This design comes from an exercise in tuning for small area and a short achievable clock period on the open sky130 flow, not from production work.
Where RTL was checked, it was by simulation tests only, not by an equivalence proof against the original.
The RTL of run 3 was laid out without a check of its function.
Power figures rest on the tool's default switching activity, not on a simulated workload.

## design.v

```verilog
package isa_pkg;
    typedef logic [32-1:0] word_t;
    typedef logic [5-1:0] areg_t;
    typedef enum logic [1:0] {
        KIND_ALU    = 2'd0,
        KIND_BRANCH = 2'd1,
        KIND_JAL    = 2'd2
    } inst_kind_e;
endpackage
package rob_pkg;
    typedef logic [4-1:0] rob_idx_t;
    typedef logic [6-1:0] preg_t;
    typedef struct packed {
        logic [32-1:0]   pc;
        logic [1:0]         kind;
        logic               predicted_taken;
        logic [32-1:0]   branch_target;
        logic [5-1:0] dest_areg;
        preg_t              dest_preg;
    } rob_entry_t;
    localparam int ROB_ENTRY_W = 2*32 + 3 + 5 + 6;
endpackage
module rob_top (
    input  logic                clk,
    input  logic                rst,
    input  logic                dispatch_valid,
    output logic                dispatch_ready,
    output rob_pkg::rob_idx_t   dispatch_idx,
    input  isa_pkg::word_t      dispatch_pc,
    input  isa_pkg::inst_kind_e dispatch_kind,
    input  logic                dispatch_predicted_taken,
    input  isa_pkg::word_t      dispatch_branch_target,
    input  isa_pkg::areg_t      dispatch_dest_areg,
    input  rob_pkg::preg_t      dispatch_dest_preg,
    input  logic                cdb_valid,
    input  rob_pkg::rob_idx_t   cdb_rob_idx,
    input  isa_pkg::word_t      cdb_data,
    output logic                commit_valid,
    input  logic                commit_ready,
    output isa_pkg::word_t      commit_pc,
    output isa_pkg::word_t      commit_result,
    output isa_pkg::areg_t      commit_dest_areg,
    output rob_pkg::preg_t      commit_dest_preg,
    output logic                redirect_valid,
    output isa_pkg::word_t      redirect_target
);
    localparam int D  = 16;
    localparam int XW = 32;
    localparam int AW = 5;
    localparam int PW = 6;
    localparam int IW = 4;
    localparam int SW = XW + AW + PW + 2;    
    logic [IW-1:0]  hp;         
    logic [IW-1:0]  hp1;        
    logic [IW-1:0]  tail;
    logic [IW:0]    count;
    logic           empty, one, full;    
    logic           jal_pend;   
    logic [XW-1:0]  jal_tgt;    
    logic [D-1:0][SW-1:0] s_st;
    logic [D-1:0][XW-1:0] s_res;
    logic [D-1:0]         s_done;
    logic [SW-1:0]  h_st;
    logic [XW-1:0]  h_res;
    logic           h_done;
    logic [D-1:0]   nsel, wsel, csel;
    logic [SW-1:0]  n_st, d_st;
    logic [XW-1:0]  n_res, target;
    logic           n_done;
    logic [1:0]     h_mc, d_mc;
    logic           c_head, c_next;
    logic           mispredict, commit_fire, flush, dispatch_fire;
    logic           d_jal0;
    logic [IW:0]    count_n;
    assign h_mc = h_st[1:0];
    assign commit_valid     = h_done;
    assign commit_pc        = h_st[SW-1 -: XW];
    assign commit_dest_areg = h_st[PW+2 +: AW];
    assign commit_dest_preg = h_st[2 +: PW];
    assign commit_result    = h_res;
    assign mispredict     = h_res[0] ? h_mc[1] : h_mc[0];
    assign commit_fire    = h_done && commit_ready;
    assign flush          = commit_fire && mispredict;
    assign dispatch_ready = !full && !flush;
    assign dispatch_fire  = dispatch_valid && dispatch_ready;
    assign dispatch_idx   = tail;
    assign d_jal0 = (dispatch_kind == isa_pkg::KIND_JAL) && !dispatch_predicted_taken;
    assign d_mc   = {((dispatch_kind == isa_pkg::KIND_BRANCH) && !dispatch_predicted_taken) || d_jal0,
                     ((dispatch_kind == isa_pkg::KIND_BRANCH) &&  dispatch_predicted_taken) || d_jal0};
    assign d_st   = {dispatch_pc, dispatch_dest_areg, dispatch_dest_preg, d_mc};
    always_comb begin
        n_st   = '0;
        n_res  = '0;
        n_done = 1'b0;
        for (int i = 0; i < D; i++) begin
            nsel[i] = (hp1 == IW'(i));
            n_st   = n_st   | ({SW{nsel[i]}} & s_st[i]);
            n_res  = n_res  | ({XW{nsel[i]}} & s_res[i]);
            n_done = n_done | (nsel[i] & s_done[i]);
        end
    end
    assign c_head = cdb_valid && (cdb_rob_idx == hp);
    assign c_next = cdb_valid && (cdb_rob_idx == hp1);
    always_comb begin
        count_n = count;
        case ({dispatch_fire, commit_fire})
            2'b10:   count_n = count + 1'b1;
            2'b01:   count_n = count - 1'b1;
            default: count_n = count;
        endcase
        if (flush) begin
            count_n = '0;
        end
    end
    always_ff @(posedge clk) begin
        if (rst) begin
            hp             <= '0;
            hp1            <= IW'(1);
            tail           <= '0;
            count          <= '0;
            empty          <= 1'b1;
            one            <= 1'b0;
            full           <= 1'b0;
            redirect_valid <= 1'b0;
            jal_pend       <= 1'b0;
        end else begin
            redirect_valid <= flush;
            count          <= count_n;
            empty          <= (count_n == '0);
            one            <= (count_n == (IW+1)'(1));
            full           <= count_n[IW];
            if (commit_fire) begin
                hp  <= hp1;
                hp1 <= hp1 + 1'b1;
            end
            if (flush) begin
                tail     <= hp1;
                jal_pend <= 1'b0;
            end else begin
                if (dispatch_fire) begin
                    tail <= tail + 1'b1;
                end
                if (dispatch_fire && d_jal0) begin
                    jal_pend <= 1'b1;
                end
            end
        end
    end
    always_ff @(posedge clk) begin
        if (dispatch_valid && !full && d_jal0 && !jal_pend) begin
            jal_tgt <= dispatch_branch_target;
        end
    end
    assign target = (h_mc == 2'b11) ? jal_tgt :
                    h_res[0]        ? {h_res[XW-1:1], 1'b0} :
                                      h_st[SW-1 -: XW] + XW'(4);
    always_ff @(posedge clk) begin
        redirect_target <= target;
    end
    always_ff @(posedge clk) begin
        if (empty || commit_fire) begin
            h_st <= (empty || one) ? d_st : n_st;
        end
        if (commit_fire) begin
            h_res <= (c_next && !n_done) ? cdb_data : n_res;
        end else if (c_head && !h_done) begin
            h_res <= cdb_data;
        end
        if (rst || flush || empty) begin
            h_done <= 1'b0;
        end else if (commit_fire) begin
            h_done <= !one && (c_next || n_done);
        end else if (c_head) begin
            h_done <= 1'b1;
        end
    end
    always_comb begin
        for (int i = 0; i < D; i++) begin
            wsel[i] = (tail == IW'(i)) && !full;
            csel[i] = cdb_valid && (cdb_rob_idx == IW'(i));
        end
    end
    always_ff @(posedge clk) begin
        for (int i = 0; i < D; i++) begin
            if (wsel[i]) begin
                s_st[i]   <= d_st;
                s_done[i] <= 1'b0;
            end else if (csel[i]) begin
                s_done[i] <= 1'b1;
            end
            if (csel[i] && !s_done[i]) begin
                s_res[i] <= cdb_data;
            end
        end
    end
endmodule
```

## config.mk

```make
export PLATFORM = sky130hd
export DESIGN_NAME = rob_top
export DESIGN_NICKNAME = rob_top
export VERILOG_FILES = /design/flow/design.v
export SDC_FILE = /design/flow/constraint.sdc
export NUM_CORES = 4
export LEC_CHECK = 0
export CAP_MARGIN = 20
export CORE_MARGIN = 2
export CORE_UTILIZATION = 55
export SETUP_SLACK_MARGIN = 2.0
export SLEW_MARGIN = 20
```

## constraint.sdc

```tcl
create_clock -name core_clock -period 4.5 [get_ports {clk}]
set_input_delay 0.9000 -clock core_clock [delete_from_list [all_inputs] [get_ports {clk}]]
set_output_delay 0.9000 -clock core_clock [all_outputs]
set_load 0.01 [all_outputs]
```

## run.sh

```bash
#!/bin/bash
# synth_recipe.tcl (not shown) runs the flow's synth.tcl, then flattens the netlist and writes it again
# the make line also repeats each setting of config.mk as NAME=value (left out here)
make -C /OpenROAD-flow-scripts/flow DESIGN_CONFIG=/design/flow/config.mk WORK_HOME=/design/flow/orfs CLKGATE_MAP_FILE= SYNTH_SCRIPT=/design/flow/synth_recipe.tcl finish
```

==> results of run 1 <==
## layer usage
metal / routed length [um] / share of wire [%] / track usage, %
met1: 73230 / 38 / 55.29
met2: 84890 / 44 / 55.60
met4: 7872 / 4.1 / 14.83
met5: 53 / 0.027 / 0
met3: 28160 / 15 / 11.03
## synthesized netlist by cell type, types with 27 or more instances
cell type,n
edfxtp_1,1341
a22oi_1,228
nand2_1,169
nor2_1,152
a21oi_1,107
clkbuf_1,103
o21ai_0,102
a22o_1,89
mux2i_1,83
a221oi_1,76
dfxtp_1,70
buf_2,64
nand3_1,52
nand4_1,44
a222oi_1,42
and3_1,28
mux2_2,27
## worst min path at each step
stage,startpoint,end,depth (start not counted)
finish,jal_tgt[0],redirect_target[0],2
global route,jal_tgt[24],redirect_target[24],2
CTS,jal_tgt[0],redirect_target[0],2
detailed placement,jal_tgt[0],redirect_target[0],2
global placement,jal_tgt[0],redirect_target[0],2
floorplan,jal_tgt[0],redirect_target[0],2
## through the flow
step	util, %	power [mW]
2_1_floorplan	-	15.72
3_3_place_gp	60.17	16.61
3_5_place_dp	60.17	16.64
4_1_cts	67.49	27.97
5_1_grt	68.46	28.62
6_report	68.47	27.99
## cell families (layout without fill, tap and decap cells)
family / Yosys count / after routing
muxes: 136 / 136
DFF: 1411 / 1411
AOI/OAI and AO/OA: 819 / 819
and+or+nand+nor: 570 / 577
other: 0 / 7
xor gates and xnor gates: 37 / 37
adders and majority gates: 14 / 14
buffers and inverters: 221 / 875
## critical path, cell delays in order, from the launching register on
cell and delay [ns]:
edfxtp_1 0.37, buf_6 0.15, mux2_4 0.33, a21oi_2 0.12, buf_2 0.15
## flip-flops by register name, indices dropped and copies added (netlist names)
register	cells
h_res	32
one	1
empty	1
hp	4
h_done	1
hp1	4
redirect_valid	1
s_st	720
tail	4
s_done	16
h_st	45
redirect_target	32
s_res	512
count	4
jal_pend	1
jal_tgt	32
full	1
## report_power, final
part / leakage (nW) / internal (mW) / switching (mW)
clock network: 2.16 / 6.55 / 4.94
registers: 12.8 / 14.8 / 0.186
logic: 6.89 / 0.569 / 0.987
total: 21.8 / 21.9 / 6.11
## timing repair
action / 4_1_cts / 5_1_grt
cloned: 14 / 5
pin swaps: 41 / 72
endpoints found under the setup margin: 539 / 255
gates resized for setup: 342 / 124
setup buffers: 191 / 38
## cell type report
class	instances	area share (%)
diodes	7	0.02646
clock buffers	180	5.807
clock inverters	75	0.9127
inverters	14	0.09448
multi-input cells	1583	18.33
flip-flops and latches	1411	62.97
well taps	1276	2.411
repair buffers	606	9.450
==> insert_results.sql, run 1 <==
INSERT INTO impl_metrics (metric_group, metric, value, unit) VALUES
('cells_and_area', 'area.sequential', '41690', 'um2'),
('worst_setup_path', 'crit_end_category', 'output pin', ''),
('worst_setup_path', 'rr_worst_depth', '7', ''),
('detailed_routing', 'drt_iter0_drc', '6189', ''),
('yosys', 'synthesized_flop_and_latch_total', '1411', ''),
('timing', 'final.setup_skew', '0.01934', 'ns'),
('cells_and_area', 'layout.filler_cells', '6511', ''),
('timing', 'period_minus_slack', '2.786', 'ns'),
('timing', 'tightestPinTransition', '1.136', 'ns'),
('yosys', 'synth_compound_gate_area_share', '11.44', '%'),
('yosys', 'synth_mux_area_share', '2.886', '%'),
('floorplanning', 'core_area', '96710', 'um2'),
('worst_setup_path', 'critical_path_peak_fanout', '2', ''),
('detailed_routing', 'first_pass_iters', '8', ''),
('cts', 'h-tree-depth', '4', ''),
('worst_setup_path', 'source_of_the_critical_timing_path', 'h_res[0]', ''),
('detailed_routing', 'antenna_left', '0', ''),
('global_routing', 'grt_first_pass_wirelength', '262.3', 'mm'),
('cts', 'cts_tree', 'yes', ''),
('worst_setup_path', 'critPathRequiredTime', '3.60', 'ns'),
('yosys', 'post_synthesis_share_of_cell_area_spent_on_full_adders_half_adders_and_majority_gates', '0.3406', '%'),
('timing', 'slew_viol_final', '0', ''),
('detailed_routing', 'via_count', '35780', ''),
('worst_setup_path', 'reg2reg_slack', '1.87', 'ns'),
('yosys', 'yosys.area_share.xor_xnor', '0.6043', '%'),
('cts', 'path_clk_slew', '0.06', 'ns'),
('cells_and_area', 'final_area', '66210', 'um2'),
('yosys', 'post-synth-top-area-fraction', '75.09', '%'),
('outcome', 'status', 'complete, no violations', ''),
('yosys', 'number_of_synthesized_flops_with_an_enable_pin', '1341', ''),
('placement', 'portBuffers', '232', ''),
('placement', 'place.detailed.hpwl', '102.9', 'mm'),
('power', 'leakage_power_figure', '21.81', 'nW'),
('timing', 'timing.setup.tns', '0', 'ns'),
('yosys', 'yosys_most_used_dff', 'edfxtp_1', ''),
('timing', 'finalHoldViolations', '0', ''),
('timing', 'rsz_0062_raised_after_global_routing', 'yes', ''),
('timing', 'maxSlewHeadroom', '24.29', '%'),
('floorplanning', 'floorplan.rows', '114', ''),
('detailed_routing', 'drc', '0', ''),
('floorplanning', 'dieArea', '100000', 'um2'),
('yosys', 'synth.top_cells.by_area', 'edfxtp_1 75%, a22oi_1 3.2%, dfxtp_1 2.6%, mux2i_1 1.5%, a22o_1 1.5%', ''),
('cells_and_area', 'finalNetCount', '3892', ''),
('yosys', 'synth.lib_cells_used.distinct', '75', ''),
('yosys', 'synthesis.area', '53630', 'um2'),
('global_routing', 'gr-total-overflow', '0', ''),
('detailed_routing', 'wire_length_per_cell', '37.70', 'um'),
('floorplanning', 'initial_utilization', '55.45', '%'),
('cts', 'clock_insertion_delay_worst_skew', '0.76', 'ns'),
('worst_setup_path', 'worst_r2r_startpoint', 'hp1[2]', ''),
('worst_setup_path', 'reg2reg_to', 'h_res[8]', ''),
('placement', 'placement.cell_area', '58190', 'um2'),
('placement', 'gpl_wtd_cong', '0.9023', ''),
('cells_and_area', 'final_layout_size_suffix_gt1_share', '21.32', '%'),
('worst_setup_path', 'worstSetupStartpointType', 'register', ''),
('yosys', 'seq_area_frac_synth', '77.70', '%'),
('cells_and_area', 'mostFrequentLayoutCell', 'edfxtp_1', ''),
('detailed_routing', 'wirelength', '194.2', 'mm'),
('yosys', 'post_synth_and_or_nand_nor_area_fraction', '5.126', '%'),
('timing', 'post-route-period-util', '61.92', '%'),
('yosys', 'synth_warnings', '1', ''),
('worst_setup_path', 'worst-endpoint-arrival', '1.89', 'ns'),
('timing', 'setup-violations-final', '0', ''),
('yosys', 'async_sr_flop_fraction', '0', '%'),
('power', 'power.density_cell_area', '422.7', 'nW/um2'),
('cells_and_area', 'instances_no_fill', '5152', ''),
('cts', 'root_buffer', 'clkbuf_16', ''),
('yosys', 'postSynthCellCount', '3208', ''),
('cells_and_area', 'layout_common_cells', '1341 x edfxtp_1, 243 x buf_4, 213 x a22oi_1', ''),
('yosys', 'largest_family_of_logic_cells_by_synthesized_area', 'compound AO/OA/AOI/OAI gates', ''),
('global_routing', 'pin_count_of_the_biggest_net_entering_global_routing', '49', '');
==> run 2, diff against run 1 <==
--- a/config.mk
+++ b/config.mk
@@ -9,4 +9,3 @@
 export CORE_MARGIN = 2
-export CORE_UTILIZATION = 55
-export SETUP_SLACK_MARGIN = 2.0
+export CORE_UTILIZATION = 40
 export SLEW_MARGIN = 20
==> run 2 against run 1 <==
Largest power group unchanged. Combinational power is 12% lower. Critical endpoint is now h_st[33]. Still clean. Largest cell class unchanged. Sequential power hardly changed. Synthesized cell count stayed put. Clock power hardly changed. Global-route usage is 12 points lower.
==> insert_results.sql, run 2 <==
INSERT INTO impl_metrics (metric_group, metric, value, unit) VALUES
('min_path', 'holdCritPathClass', 'register to register', ''),
('power', 'power.density_cell_area', '442.8', 'nW/um2'),
('cts', 'root_buffer', 'clkbuf_16', ''),
('power', 'leakage_power_figure', '20.05', 'nW'),
('timing', 'finalHoldViolations', '0', ''),
('placement', 'place_worst_setup_slack', '1.007', 'ns'),
('worst_setup_path', 'critPathRequiredTime', '5.00', 'ns'),
('timing', 'post-route-period-util', '79.23', '%'),
('worst_setup_path', 'worstPathCellList', 'inv_1 -> ha_4 -> and3_2 -> buf_4 -> buf_4 -> a22oi_1 -> nand2_1 -> a2111oi_0 -> a41oi_1', ''),
('outcome', 'status', 'complete, no violations', ''),
('worst_setup_path', 'path_class', 'register to register', ''),
('detailed_routing', 'wirelength', '183.1', 'mm'),
('worst_setup_path', 'worst-endpoint-arrival', '4.07', 'ns'),
('timing', 'period_minus_slack', '3.566', 'ns'),
('yosys', 'synth.lib_cells_used.distinct', '75', ''),
('worst_setup_path', 'crit_end_category', 'register', ''),
('timing', 'slew_viol_final', '0', ''),
('detailed_routing', 'first_pass_iters', '6', ''),
('cells_and_area', 'final_layout_size_suffix_gt1_share', '13.15', '%'),
('floorplanning', 'initial_utilization', '40.23', '%'),
('global_routing', 'first_global_vias', '31700', ''),
('timing', 'setup-violations-final', '0', ''),
('global_routing', 'globalRouteTotalUtil', '26.23', '%'),
('timing', 'timing.setup.tns', '0', 'ns'),
('cells_and_area', 'largest_registers', 's_st (720), s_res (512), h_st (45)', ''),
('yosys', 'post_synth_and_or_nand_nor_area_fraction', '5.126', '%'),
('cells_and_area', 'finalNetCount', '3664', ''),
('yosys', 'synthesis.area', '53630', 'um2'),
('power', 'vdd.ir_drop.worst', '0.0003993', 'V'),
('worst_setup_path', 'worst_path_largest_cell_delay', '0.63', 'ns'),
('detailed_routing', 'drc', '0', ''),
('yosys', 'largest_family_of_logic_cells_by_synthesized_area', 'compound AO/OA/AOI/OAI gates', ''),
('worst_setup_path', 'cpLargestDelayFamily', 'compound AO/OA/AOI/OAI gates', ''),
('global_routing', 'gr-total-overflow', '0', ''),
('placement', 'portBuffers', '232', ''),
('yosys', 'post_synthesis_share_of_cell_area_spent_on_full_adders_half_adders_and_majority_gates', '0.3406', '%'),
('worst_setup_path', 'cp_slowest_cell', 'and3_2', ''),
('cells_and_area', 'final_area', '63440', 'um2'),
('placement', 'gpl_wtd_cong', '0.8553', ''),
('detailed_routing', 'drt_iter0_drc', '5182', ''),
('global_routing', 'grt_antenna_before_repair', '24', ''),
('yosys', 'seq_area_frac_synth', '77.70', '%'),
('cts', 'cts_tree', 'yes', ''),
('global_routing', 'pin_count_of_the_biggest_net_entering_global_routing', '60', ''),
('yosys', 'synthesized_flop_and_latch_total', '1411', ''),
('floorplanning', 'die-height', '370.2', 'um'),
('detailed_routing', 'antenna_left', '0', ''),
('timing', 'rsz_0062_raised_after_global_routing', 'no', ''),
('detailed_routing', 'via_count', '33630', ''),
('cells_and_area', 'flow.area_growth_from_synthesis', '18.29', '%'),
('worst_setup_path', 'critical_path_peak_fanout', '27', ''),
('worst_setup_path', 'critical_path_buf_inv_count', '3', ''),
('yosys', 'syn_avg_cell_area', '16.72', 'um2'),
('cts', 'cts-buffers-inserted', '140', ''),
('yosys', 'yosys.area_share.xor_xnor', '0.6043', '%'),
('floorplanning', 'pin_count', '233', ''),
('cts', 'post_cts_resized', '0', ''),
('floorplanning', 'core_area', '133300', 'um2'),
('yosys', 'synthDominantAreaCellType', 'edfxtp_1', ''),
('worst_setup_path', 'timing.critical_path.mode_cell', 'buf_4', ''),
('cts', 'clock_sinks', '1411', ''),
('yosys', 'synth_warnings', '1', ''),
('timing', 'fin_ws', '0.9345', 'ns'),
('yosys', 'post-synth-top-area-fraction', '75.09', '%'),
('cts', 'ctsHoldBuffers', '0', ''),
('worst_setup_path', 'worstSetupStartpointType', 'register', ''),
('cells_and_area', 'mostFrequentLayoutCell', 'edfxtp_1', ''),
('timing', 'final.setup_skew', '0.04026', 'ns'),
('job', 'max_cap_viol_count', '0', ''),
('floorplanning', 'dieArea', '137000', 'um2'),
('cells_and_area', 'layout_common_cells', '1341 x edfxtp_1, 232 x clkdlybuf4s50_1, 228 x a22oi_1', ''),
('timing', 'fmax', '0.2805', 'GHz'),
('cts', 'cts_buffer_depth', '3', ''),
('yosys', 'synth.top_cells.by_area', 'edfxtp_1 75%, a22oi_1 3.2%, dfxtp_1 2.6%, mux2i_1 1.5%, a22o_1 1.5%', ''),
('detailed_routing', 'wire_length_per_cell', '33.86', 'um'),
('floorplanning', 'fp.dieW', '370.2', 'um'),
('timing', 'tightestPinTransition', '1.115', 'ns'),
('cts', 'h-tree-depth', '4', ''),
('cells_and_area', 'largest_register', 's_st', ''),
('yosys', 'yosys-top-cells-count', '1341 x edfxtp_1, 228 x a22oi_1, 169 x nand2_1', ''),
('cts', 'clock_insertion_delay_worst_skew', '0.79', 'ns'),
('placement', 'placement.cell_area', '58920', 'um2'),
('timing', 'maxSlewHeadroom', '25.68', '%'),
('timing', 'timing.hold.ws', '0.4313', 'ns'),
('yosys', 'synth_compound_gate_area_share', '11.44', '%'),
('yosys', 'yosys_most_used_dff', 'edfxtp_1', ''),
('yosys', 'yosysMostFrequentCell', 'edfxtp_1', ''),
('yosys', 'number_of_synthesized_flops_with_an_enable_pin', '1341', ''),
('cells_and_area', 'largest_reg_flops', '720', ''),
('yosys', 'synth_mux_area_share', '2.886', '%'),
('detailed_routing', 'route.detailed.vias_per_inst', '6.219', ''),
('yosys', 'postSynthCellCount', '3208', ''),
('global_routing', 'grt_first_pass_wirelength', '251.2', 'mm'),
('yosys', 'mappedNetlistNets', '3341', ''),
('yosys', 'async_sr_flop_fraction', '0', '%'),
('placement', 'place.detailed.hpwl', '107.1', 'mm'),
('floorplanning', 'floorplan.rows', '134', ''),
('cts', 'path_clk_slew', '0.06', 'ns'),
('cts', 'post_cts_buffers', '0', '');
==> run 2: kinds of logic (layout without fill, tap and decap cells) <==
logic type	Yosys count	count (layout)
other	0	5
muxes	136	136
xor gates and xnor gates	37	37
adders and majority gates	14	14
DFF	1411	1411
AOI/OAI and AO/OA	819	819
and+or+nand+nor	570	570
buffers and inverters	221	647
==> run 2: final timing paths <==
| path | from | end | slack (ns) | cells after the start |
|---|---|---|---|---|
| min | jal_tgt[19] | redirect_target[19] | 0.43 | 2 |
| min reg2reg | jal_tgt[19] | redirect_target[19] | 0.43 | 2 |
| max reg2reg | hp1[0] | h_st[33] | 0.93 | 9 |
| max | hp1[0] | h_st[33] | 0.93 | 9 |
==> run 2: final cells by class <==
class	count	area (um2)
Multi-Input combinational cell	1576	11300
Tap cell	1768	2212
Inverter	14	52.55
Sequential cell	1411	41680
Fill cell	11260	69850
Antenna cell	5	12.51
Clock buffer	164	3721
Clock inverter	81	780.7
Timing Repair Buffer	388	3681
==> run 2: report_power, final <==
group,internal (mW),switching [mW]
clock network,6.75,4.93
registers,14.8,0.270
logic,0.524,0.857
==> run 2: worst reg2reg max path: stages (launching register included) <==
cell and delay (ns):
dfxtp_1 0.60, inv_1 0.17, ha_4 0.37, and3_2 0.66, buf_4 0.37, buf_4 0.19
a22oi_1 0.15, nand2_1 0.06, a2111oi_0 0.55, a41oi_1 0.19
==> run 2: metrics by stage <==
stage	util [%]	instances	power, mW
2_1_floorplan	-	3208	15.70
3_3_place_gp	44.20	5157	16.64
3_5_place_dp	44.20	5157	16.66
4_1_cts	47.58	5402	28.12
5_1_grt	47.58	5403	28.74
6_report	47.59	5407	28.09
==> run 2: per-layer routing <==
metal / GRT usage (%) / part of all wire, %
met5: 0 / 0.11
met4: 9.365 / 3.5
met3: 7.190 / 12
met2: 40.47 / 45
met1: 35.65 / 39
==> run 3, diff against run 2 <==
--- a/design.v
+++ b/design.v
@@ -52,2 +52,3 @@
     localparam int SW = XW + AW + PW + 2;    
+    localparam int F  = D - 1;               
     logic [IW-1:0]  hp;         
@@ -55,2 +56,3 @@
     logic [IW-1:0]  tail;
+    logic [IW-1:0]  fr, fw;     
     logic [IW:0]    count;
@@ -59,3 +61,3 @@
     logic [XW-1:0]  jal_tgt;    
-    logic [D-1:0][SW-1:0] s_st;
+    logic [F-1:0][SW-1:0] f_st;    
     logic [D-1:0][XW-1:0] s_res;
@@ -65,3 +67,8 @@
     logic           h_done;
-    logic [D-1:0]   nsel, wsel, csel;
+    logic           h_mpv;
+    logic [SW-1:0]  h_st_n;
+    logic [XW-1:0]  h_res_n;
+    logic           h_done_n;
+    logic [D-1:0]   nsel, csel;
+    logic [F-1:0]   fsel, fwsel;
     logic [SW-1:0]  n_st, d_st;
@@ -71,3 +78,3 @@
     logic           c_head, c_next;
-    logic           mispredict, commit_fire, flush, dispatch_fire;
+    logic           commit_fire, flush, dispatch_fire;
     logic           d_jal0;
@@ -80,5 +87,4 @@
     assign commit_result    = h_res;
-    assign mispredict     = h_res[0] ? h_mc[1] : h_mc[0];
     assign commit_fire    = h_done && commit_ready;
-    assign flush          = commit_fire && mispredict;
+    assign flush          = h_mpv && commit_ready;
     assign dispatch_ready = !full && !flush;
@@ -94,5 +100,8 @@
         n_done = 1'b0;
+        for (int i = 0; i < F; i++) begin
+            fsel[i] = (fr == IW'(i));
+            n_st   = n_st   | ({SW{fsel[i]}} & f_st[i]);
+        end
         for (int i = 0; i < D; i++) begin
             nsel[i] = (hp1 == IW'(i));
-            n_st   = n_st   | ({SW{nsel[i]}} & s_st[i]);
             n_res  = n_res  | ({XW{nsel[i]}} & s_res[i]);
@@ -119,2 +128,4 @@
             tail           <= '0;
+            fr             <= '0;
+            fw             <= '0;
             count          <= '0;
@@ -137,4 +148,12 @@
                 tail     <= hp1;
+                fr       <= '0;
+                fw       <= '0;
                 jal_pend <= 1'b0;
             end else begin
+                if (commit_fire && !one) begin
+                    fr <= (fr == IW'(F-1)) ? '0 : fr + 1'b1;
+                end
+                if (dispatch_fire && !empty && !(one && commit_fire)) begin
+                    fw <= (fw == IW'(F-1)) ? '0 : fw + 1'b1;
+                end
                 if (dispatch_fire) begin
@@ -159,17 +178,38 @@
     end
-    always_ff @(posedge clk) begin
+    always_comb begin
+        h_st_n = h_st;
         if (empty || commit_fire) begin
-            h_st <= (empty || one) ? d_st : n_st;
-        end
+            h_st_n = (empty || one) ? d_st : n_st;
+        end
+        h_res_n = h_res;
         if (commit_fire) begin
-            h_res <= (c_next && !n_done) ? cdb_data : n_res;
+            h_res_n = (c_next && !n_done) ? cdb_data : n_res;
         end else if (c_head && !h_done) begin
-            h_res <= cdb_data;
-        end
+            h_res_n = cdb_data;
+        end
+        h_done_n = h_done;
         if (rst || flush || empty) begin
-            h_done <= 1'b0;
+            h_done_n = 1'b0;
         end else if (commit_fire) begin
-            h_done <= !one && (c_next || n_done);
+            h_done_n = !one && (c_next || n_done);
         end else if (c_head) begin
-            h_done <= 1'b1;
+            h_done_n = 1'b1;
+        end
+    end
+    always_ff @(posedge clk) begin
+        h_st   <= h_st_n;
+        h_res  <= h_res_n;
+        h_done <= h_done_n;
+        h_mpv  <= h_done_n && (h_res_n[0] ? h_st_n[1] : h_st_n[0]);
+    end
+    always_comb begin
+        for (int i = 0; i < F; i++) begin
+            fwsel[i] = (fw == IW'(i)) && !full;
+        end
+    end
+    always_ff @(posedge clk) begin
+        for (int i = 0; i < F; i++) begin
+            if (fwsel[i]) begin
+                f_st[i] <= d_st;
+            end
         end
@@ -178,3 +218,2 @@
         for (int i = 0; i < D; i++) begin
-            wsel[i] = (tail == IW'(i)) && !full;
             csel[i] = cdb_valid && (cdb_rob_idx == IW'(i));
@@ -184,4 +223,3 @@
         for (int i = 0; i < D; i++) begin
-            if (wsel[i]) begin
-                s_st[i]   <= d_st;
+            if ((tail == IW'(i)) && !full) begin
                 s_done[i] <= 1'b0;
--- a/config.mk
+++ b/config.mk
@@ -9,3 +9,4 @@
 export CORE_MARGIN = 2
-export CORE_UTILIZATION = 40
+export CORE_UTILIZATION = 55
+export SETUP_SLACK_MARGIN = 2.0
 export SLEW_MARGIN = 20
==> run 3 against run 2 <==
Utilization grew 20 points. Non-clock buffer count is 181 higher. Area after synthesis down 2.6%. Fmax is 37% higher. Critical path depth rose by 2. First-iteration DRC count shrank 0.41%. Worst setup slack improved by 0.97 ns. Still clean on timing, DRC and antenna. Critical path type unchanged.
==> insert_results.sql, run 3 <==
INSERT INTO impl_metrics (metric_group, metric, value, unit) VALUES
('cts', 'path_clk_slew', '0.06', 'ns'),
('timing', 'tightestPinTransition', '1.059', 'ns'),
('yosys', 'mappedNetlistNets', '3320', ''),
('yosys', 'yosys_most_used_dff', 'edfxtp_1', ''),
('worst_setup_path', 'crit_end_category', 'register', ''),
('placement', 'place_worst_setup_slack', '0.5318', 'ns'),
('cells_and_area', 'layout_common_cells', '1293 x edfxtp_1, 246 x buf_4, 201 x a22oi_1', ''),
('global_routing', 'globalRouteTotalUtil', '34.90', '%'),
('placement', 'gpl_wtd_cong', '0.8703', ''),
('timing', 'slew_viol_final', '0', ''),
('timing', 'setup-violations-final', '0', ''),
('cells_and_area', 'final_layout_size_suffix_gt1_share', '20.99', '%'),
('power', 'p_int', '21.68', 'mW'),
('cts', 'h-tree-depth', '4', ''),
('detailed_routing', 'drt_iter0_drc', '5161', ''),
('cts', 'clock_sinks', '1375', ''),
('timing', 'final.setup_skew', '0.02026', 'ns'),
('floorplanning', 'initial_utilization', '55.25', '%'),
('yosys', 'post-synth-top-area-fraction', '74.30', '%'),
('timing', 'post-route-period-util', '57.67', '%'),
('detailed_routing', 'antenna_left', '0', ''),
('cells_and_area', 'mostFrequentLayoutCell', 'edfxtp_1', ''),
('placement', 'portBuffers', '232', ''),
('power', 'share_clk_of_total_power', '41.5', '%'),
('worst_setup_path', 'critical_path_peak_fanout', '7', ''),
('cells_and_area', 'flow.area_growth_from_synthesis', '22.84', '%'),
('worst_setup_path', 'reg2reg_slack', '1.90', 'ns'),
('yosys', 'postSynthCellCount', '3187', ''),
('floorplanning', 'die-height', '312.2', 'um'),
('cells_and_area', 'final_area', '64190', 'um2'),
('cts', 'root_buffer', 'clkbuf_16', ''),
('min_path', 'cell_count_of_the_worst_hold_path', '2', ''),
('yosys', 'synth_warnings', '1', ''),
('timing', 'fin_ws', '1.905', 'ns'),
('cts', 'ctsHoldBuffers', '0', ''),
('worst_setup_path', 'critPathRequiredTime', '5.14', 'ns'),
('cells_and_area', 'largest_reg_flops', '675', ''),
('yosys', 'syn_avg_cell_area', '16.40', 'um2'),
('detailed_routing', 'wirelength', '173.4', 'mm'),
('yosys', 'synthesis.area', '52260', 'um2'),
('worst_setup_path', 'worst-endpoint-arrival', '3.23', 'ns'),
('floorplanning', 'floorplan.rows', '113', ''),
('floorplanning', 'fp.dieW', '312.2', 'um'),
('cts', 'cts-buffers-inserted', '145', ''),
('yosys', 'seq_area_frac_synth', '77.44', '%'),
('global_routing', 'grt_first_pass_wirelength', '241.1', 'mm'),
('cells_and_area', 'finalNetCount', '3839', ''),
('timing', 'period_minus_slack', '2.595', 'ns'),
('job', 'max_cap_viol_count', '0', ''),
('power', 'leakage_power_figure', '21.51', 'nW'),
('timing', 'finalHoldViolations', '0', ''),
('cts', 'cts_tree', 'yes', ''),
('yosys', 'number_of_synthesized_flops_with_an_enable_pin', '1293', ''),
('power', 'pwr-share-comb', '6.1', '%'),
('global_routing', 'first_global_vias', '32930', ''),
('cells_and_area', 'largest_register', 'f_st', ''),
('placement', 'placement.cell_area', '57000', 'um2'),
('min_path', 'holdCritStartpoint', 'jal_tgt[0]', ''),
('detailed_routing', 'first_pass_iters', '6', ''),
('detailed_routing', 'wire_length_per_cell', '34.08', 'um'),
('global_routing', 'gr-total-overflow', '0', ''),
('detailed_routing', 'route.detailed.vias_per_inst', '6.653', ''),
('power', 'netSwitchingFraction', '21.95', '%'),
('yosys', 'async_sr_flop_fraction', '0', '%'),
('global_routing', 'grt_antenna_before_repair', '16', ''),
('worst_setup_path', 'path_class', 'register to register', ''),
('outcome', 'status', 'complete, no violations', ''),
('timing', 'rsz_0062_raised_after_global_routing', 'yes', ''),
('cts', 'clock_insertion_delay_worst_skew', '0.76', 'ns'),
('yosys', 'synthesized_flop_and_latch_total', '1375', ''),
('power', 'fin_total_pwr', '27.78', 'mW'),
('timing', 'fmax', '0.3853', 'GHz'),
('yosys', 'synthDominantAreaCellType', 'edfxtp_1', ''),
('power', 'total_switching_power', '6.097', 'mW'),
('cts', 'cts_buffer_depth', '3', ''),
('floorplanning', 'pin_count', '233', ''),
('power', 'vdd.ir_drop.worst', '0.0004207', 'V'),
('worst_setup_path', 'worstSetupStartpointType', 'register', ''),
('worst_setup_path', 'rr_worst_depth', '11', ''),
('min_path', 'timing.hold.worst_endpoint', 'redirect_target[0]', ''),
('yosys', 'yosysMostFrequentCell', 'edfxtp_1', ''),
('global_routing', 'pin_count_of_the_biggest_net_entering_global_routing', '46', ''),
('worst_setup_path', 'worst_r2r_startpoint', 'hp1[0]', ''),
('yosys', 'yosys-top-cells-count', '1293 x edfxtp_1, 202 x a22oi_1, 195 x nand2_1', ''),
('timing', 'timing.setup.tns', '0', 'ns'),
('worst_setup_path', 'reg2reg_to', 'h_mpv', ''),
('floorplanning', 'dieArea', '97490', 'um2'),
('power', 'power.density_cell_area', '432.8', 'nW/um2'),
('yosys', 'synth.lib_cells_used.distinct', '73', ''),
('yosys', 'synth.top_cells.by_area', 'edfxtp_1 74%, dfxtp_1 3.1%, a22oi_1 2.9%, mux2_2 1.8%, a222oi_1 1.7%', ''),
('power', 'seq_power_share', '52.4', '%'),
('placement', 'place.detailed.hpwl', '96.26', 'mm'),
('cells_and_area', 'largest_registers', 'f_st (675), s_res (512), h_st (45)', ''),
('min_path', 'holdCritPathClass', 'register to register', ''),
('timing', 'maxSlewHeadroom', '29.39', '%'),
('detailed_routing', 'via_count', '33860', ''),
('detailed_routing', 'drc', '0', ''),
('floorplanning', 'core_area', '94590', 'um2');
## run 3: worst max path at each step
| stage | startpoint | end | slack, ns | cells after the start |
|---|---|---|---|---|
| after global routing | hp1[0] | h_mpv | 1.87 | 11 |
| final | hp1[0] | h_mpv | 1.90 | 11 |
| after floorplan | fw[2] | f_st[45] | 1.32 | 2 |
| after detailed placement | cdb_rob_idx[3] | h_res[7] | 0.53 | 8 |
| after CTS | cdb_rob_idx[1] | s_res[123] | 2.00 | 5 |
| after global placement | cdb_rob_idx[3] | h_res[21] | 0.59 | 8 |
## run 3: through the flow
| stage | instances | hold WS, ns | utilization, % |
|---|---|---|---|
| after CTS | 5030 | 0.4346 | 66.93 |
| final | 5089 | 0.4389 | 67.86 |
| after global routing | 5084 | 0.4842 | 67.85 |
| after detailed placement | 4617 | 0.4242 | 60.26 |
| after global placement | 4617 | 0.4283 | 60.26 |
| after floorplan | 3187 | 0.4081 | - |
## run 3: power groups by stage
stage / combinational, mW / sequential, mW / clock [mW]
floorplan: 0.566 / 14.8 / 0
global placement: 1.52 / 14.9 / 0
detailed placement: 1.54 / 14.9 / 0
CTS: 1.66 / 14.5 / 11.6
global route: 1.80 / 14.6 / 12.1
finish: 1.70 / 14.5 / 11.5
## run 3: cells by family (layout without fill, tap and decap cells)
group | count (synthesis) | after routing | synth area share, %
AOI/OAI and AO/OA | 828 | 829 | 11.65
xor gates and xnor gates | 44 | 44 | 0.7375
adders and majority gates | 14 | 14 | 0.3496
buffers and inverters | 219 | 847 | 1.805
DFF | 1375 | 1375 | 77.44
muxes | 134 | 134 | 2.888
other | 0 | 8 | 0
and+or+nand+nor | 573 | 573 | 5.124
## run 3: critical path: stages (launching register included)
cell and delay [ns]:
dfxtp_4 0.35, buf_6 0.12, ha_4 0.17, buf_8 0.15, a221oi_4 0.29, a311oi_2 0.11
a31oi_2 0.31, buf_4 0.19, a31o_4 0.26, o221a_4 0.25, mux2i_1 0.23, nor2b_1 0.06
## run 3: cell type report
type | instances | area (um2)
flip-flops and latches | 1375 | 40520
repair buffers | 569 | 5588
diodes | 8 | 20.02
fillers | 6315 | 30400
clock buffers | 201 | 4008
clock inverters | 56 | 511.7
multi-input cells | 1594 | 11870
well taps | 1265 | 1583
inverters | 21 | 91.34
## run 3: layer usage
metal  GRT usage (%)  vias to the layer above  routed length (um)  share of wire [%]
li1                -                    13970                   -                  -
met1           45.14                    17190               61910                 36
met2           58.47                     2240               85740                 49
met3           6.742                      448               17860                 10
met4           14.13                       12                7873                4.5
met5               0                        -                  72              0.042
## run 3: what timing repair did
item | 4_1_cts | 5_1_grt
buffers inserted | 150 | 47
setup endpoints to repair | 658 | 488
cloned | 6 | 4
pin swaps | 25 | 51
gates resized for setup | 274 | 123
==> run 4, diff against run 3 <==
--- a/design.v
+++ b/design.v
@@ -60,3 +60,2 @@
     logic           jal_pend;   
-    logic [XW-1:0]  jal_tgt;    
     logic [F-1:0][SW-1:0] f_st;    
@@ -167,12 +166,9 @@
     end
-    always_ff @(posedge clk) begin
-        if (dispatch_valid && !full && d_jal0 && !jal_pend) begin
-            jal_tgt <= dispatch_branch_target;
-        end
-    end
-    assign target = (h_mc == 2'b11) ? jal_tgt :
-                    h_res[0]        ? {h_res[XW-1:1], 1'b0} :
-                                      h_st[SW-1 -: XW] + XW'(4);
-    always_ff @(posedge clk) begin
-        redirect_target <= target;
+    assign target = h_res[0] ? {h_res[XW-1:1], 1'b0} : h_st[SW-1 -: XW] + XW'(4);
+    always_ff @(posedge clk) begin
+        if (flush && (h_mc != 2'b11)) begin
+            redirect_target <= target;
+        end else if (dispatch_valid && !full && d_jal0 && !jal_pend) begin
+            redirect_target <= dispatch_branch_target;
+        end
     end
==> run 4 against run 3 <==
Count of clock-buffer cells in the layout down 20. Critical path depth down 6. Fmax up 3.0%. Sequential power about the same. Clock skew up 0.0054 ns. Worst setup slack better by 0.076 ns. Critical endpoint is now f_st[6]. Largest power group unchanged.
==> insert_results.sql, run 4 <==
INSERT INTO impl_metrics (metric_group, metric, value, unit) VALUES
('cells_and_area', 'layout_common_cells', '1293 x edfxtp_1, 221 x nand2_1, 220 x a22oi_1', ''),
('outcome', 'status', 'complete, no violations', ''),
('cells_and_area', 'largest_registers', 'f_st (675), s_res (512), h_st (45)', ''),
('power', 'power.density_cell_area', '422.7', 'nW/um2'),
('yosys', 'synth.top_cells.by_area', 'edfxtp_1 75%, a22oi_1 3.3%, dfxtp_1 1.9%, a222oi_1 1.7%, nand2_1 1.7%', ''),
('yosys', 'synth.lib_cells_used.distinct', '80', ''),
('cells_and_area', 'finalNetCount', '3757', ''),
('worst_setup_path', 'timing.critical_path.mode_cell', 'buf_12', ''),
('yosys', 'largest_family_of_logic_cells_by_synthesized_area', 'compound AO/OA/AOI/OAI gates', ''),
('yosys', 'async_sr_flop_fraction', '0', '%'),
('floorplanning', 'dieArea', '96020', 'um2'),
('min_path', 'timing.hold.worst_endpoint', 'hp[2]', ''),
('power', 'vdd.ir_drop.worst', '0.0004098', 'V'),
('yosys', 'yosys-top-cells-count', '1293 x edfxtp_1, 232 x nand2_1, 224 x a22oi_1', ''),
('worst_setup_path', 'reg2reg_to', 'f_st[6]', ''),
('detailed_routing', 'drc', '0', ''),
('yosys', 'synthesis.area', '51460', 'um2'),
('cells_and_area', 'flow.area_growth_from_synthesis', '21.23', '%'),
('placement', 'gpl_wtd_cong', '0.8610', ''),
('detailed_routing', 'via_count', '33100', ''),
('yosys', 'yosys_most_used_dff', 'edfxtp_1', ''),
('cts', 'clock_insertion_delay_worst_skew', '0.75', 'ns'),
('cts', 'path_clk_slew', '0.05', 'ns'),
('job', 'max_cap_viol_count', '0', ''),
('floorplanning', 'floorplan.rows', '112', ''),
('worst_setup_path', 'worst-endpoint-arrival', '2.87', 'ns'),
('timing', 'setup-violations-final', '0', ''),
('global_routing', 'first_global_vias', '32240', ''),
('worst_setup_path', 'cp_slowest_cell', 'buf_4', ''),
('worst_setup_path', 'rr_worst_depth', '5', ''),
('cells_and_area', 'largest_reg_flops', '675', ''),
('timing', 'maxSlewHeadroom', '30.57', '%'),
('global_routing', 'pin_count_of_the_biggest_net_entering_global_routing', '51', ''),
('cells_and_area', 'largest_register', 'f_st', ''),
('min_path', 'holdCritStartpoint', 'hp[2]', ''),
('placement', 'post-place-cells', '4577', ''),
('yosys', 'synth_mux_area_share', '2.276', '%'),
('cells_and_area', 'layout.filler_cells', '6566', ''),
('worst_setup_path', 'worstPathCellList', 'buf_12 -> buf_12 -> or3_1 -> nor3_4 -> buf_4', ''),
('yosys', 'synth_warnings', '1', ''),
('yosys', 'postSynthCellCount', '3165', ''),
('detailed_routing', 'first_pass_iters', '9', ''),
('yosys', 'post_synthesis_share_of_cell_area_spent_on_full_adders_half_adders_and_majority_gates', '0.3550', '%'),
('timing', 'rsz_0062_raised_after_global_routing', 'yes', ''),
('yosys', 'syn_avg_cell_area', '16.26', 'um2'),
('placement', 'place_worst_setup_slack', '0.7162', 'ns'),
('cts', 'cts_tree', 'yes', ''),
('worst_setup_path', 'worst_r2r_startpoint', 'full', ''),
('cells_and_area', 'instances_no_fill', '4978', '');
-- run 4: metrics by stage --
stage                     instance area (um2)  power [mW]  utilization, %
after floorplan                         51900       15.00               -
after global placement                  56110       15.86           60.30
after detailed placement                56110       15.89           60.30
after CTS                               61730       26.42           66.34
after global routing                    62380       27.05           67.04
final                                   62380       26.37           67.04
-- run 4: worst max-delay path by stage --
stage	from	to
floorplan	fw[2]	f_st[45]
global placement	commit_ready	empty
detailed placement	commit_ready	empty
CTS	hp1[1]	h_mpv
global route	h_st[16]	redirect_target[28]
finish	full	f_st[6]
-- run 4: metal layers --
layer	GRT usage, %	vias to the layer above	part of all wire [%]
met1	45.74	17010	37
met2	58.93	1966	50
met3	5.929	333	9.7
li1	-	13780	-
met5	0	-	0.042
met4	12.58	12	3.7
-- run 4: cell type report --
type	count	area [um2]	area share, %
diodes	3	7.507	0.01203
clock buffers	181	3731	5.981
repair buffers	514	5056	8.105
clock inverters	56	371.6	0.5957
inverters	19	96.34	0.1544
flip-flops and latches	1343	39880	63.92
well taps	1254	1569	2.515
multi-input cells	1608	11670	18.71
-- run 4: repair_timing --
action	CTS	global route
setup endpoints to repair	737	486
gates cloned	4	1
setup buffers	120	36
pin swaps	31	45
resized for setup	254	94
-- run 4: cell families (layout without fill, tap and decap cells) --
family | after synthesis | in the layout
AND/OR/NAND/NOR | 616 | 617
flip-flops | 1343 | 1343
adder cells (fa/ha/maj) | 14 | 14
buffers and inverters | 215 | 770
AO/OA/AOI/OAI | 830 | 830
other | 0 | 3
XOR/XNOR | 42 | 42
multiplexers | 105 | 105
-- run 4: where the power goes --
group / leakage, nW / switching (mW) / internal [mW]
logic: 6.44 / 1.00 / 0.541
clock network: 2.01 / 4.55 / 6.07
registers: 12.2 / 0.177 / 14.0
-- run 4: critical path: cells and delay by family, from the launching register on --
family	cells	cell delay (ns)
AND/OR/NAND/NOR	2	0.70
buffers and inverters	3	1.03
flip-flops	1	0.35

-- port drivers added, routing unchanged --
The flow's constraints put no driver on any port. The routed layouts listed below were extracted and timed again, unchanged, in two steps.
Step 1: set_driving_cell puts a clkbuf_16 on clk and a buf_2 on each other input, an assumption about the parent block.
Step 2, shift: input delay + t, output delay - t, t = (earliest + latest rising clock arrival at the registers) / 2. This alone moves slack from input paths to output paths.
Three values: ideal ports, drivers, drivers and shift; two values: the first two.
| run | shift t [ns] | setup WS [ns] | worst hold slack (ns) | worst setup path after step 2 |
|---|---|---|---|---|
| run 1 | 0.819 | 1.714 / 1.644 / 1.098 | 0.453 / 0.453 / 0.453 | input to register |
| run 2 | 0.839 | 0.934 / 0.934 / 0.873 | 0.431 / 0.431 / 0.431 | input to register |
| run 3 | 0.827 | 1.905 / 1.905 / 1.243 | 0.439 / 0.439 / 0.439 | input to register |
| run 4 | 0.806 | 1.981 / 1.964 / 1.295 | 0.475 / 0.475 / 0.475 | input to register |
After both steps setup and hold are still met in every run listed. For run 4, which loses most, drivers alone change the setup slack by -0.017 ns; drivers and shift together by -0.686 ns.
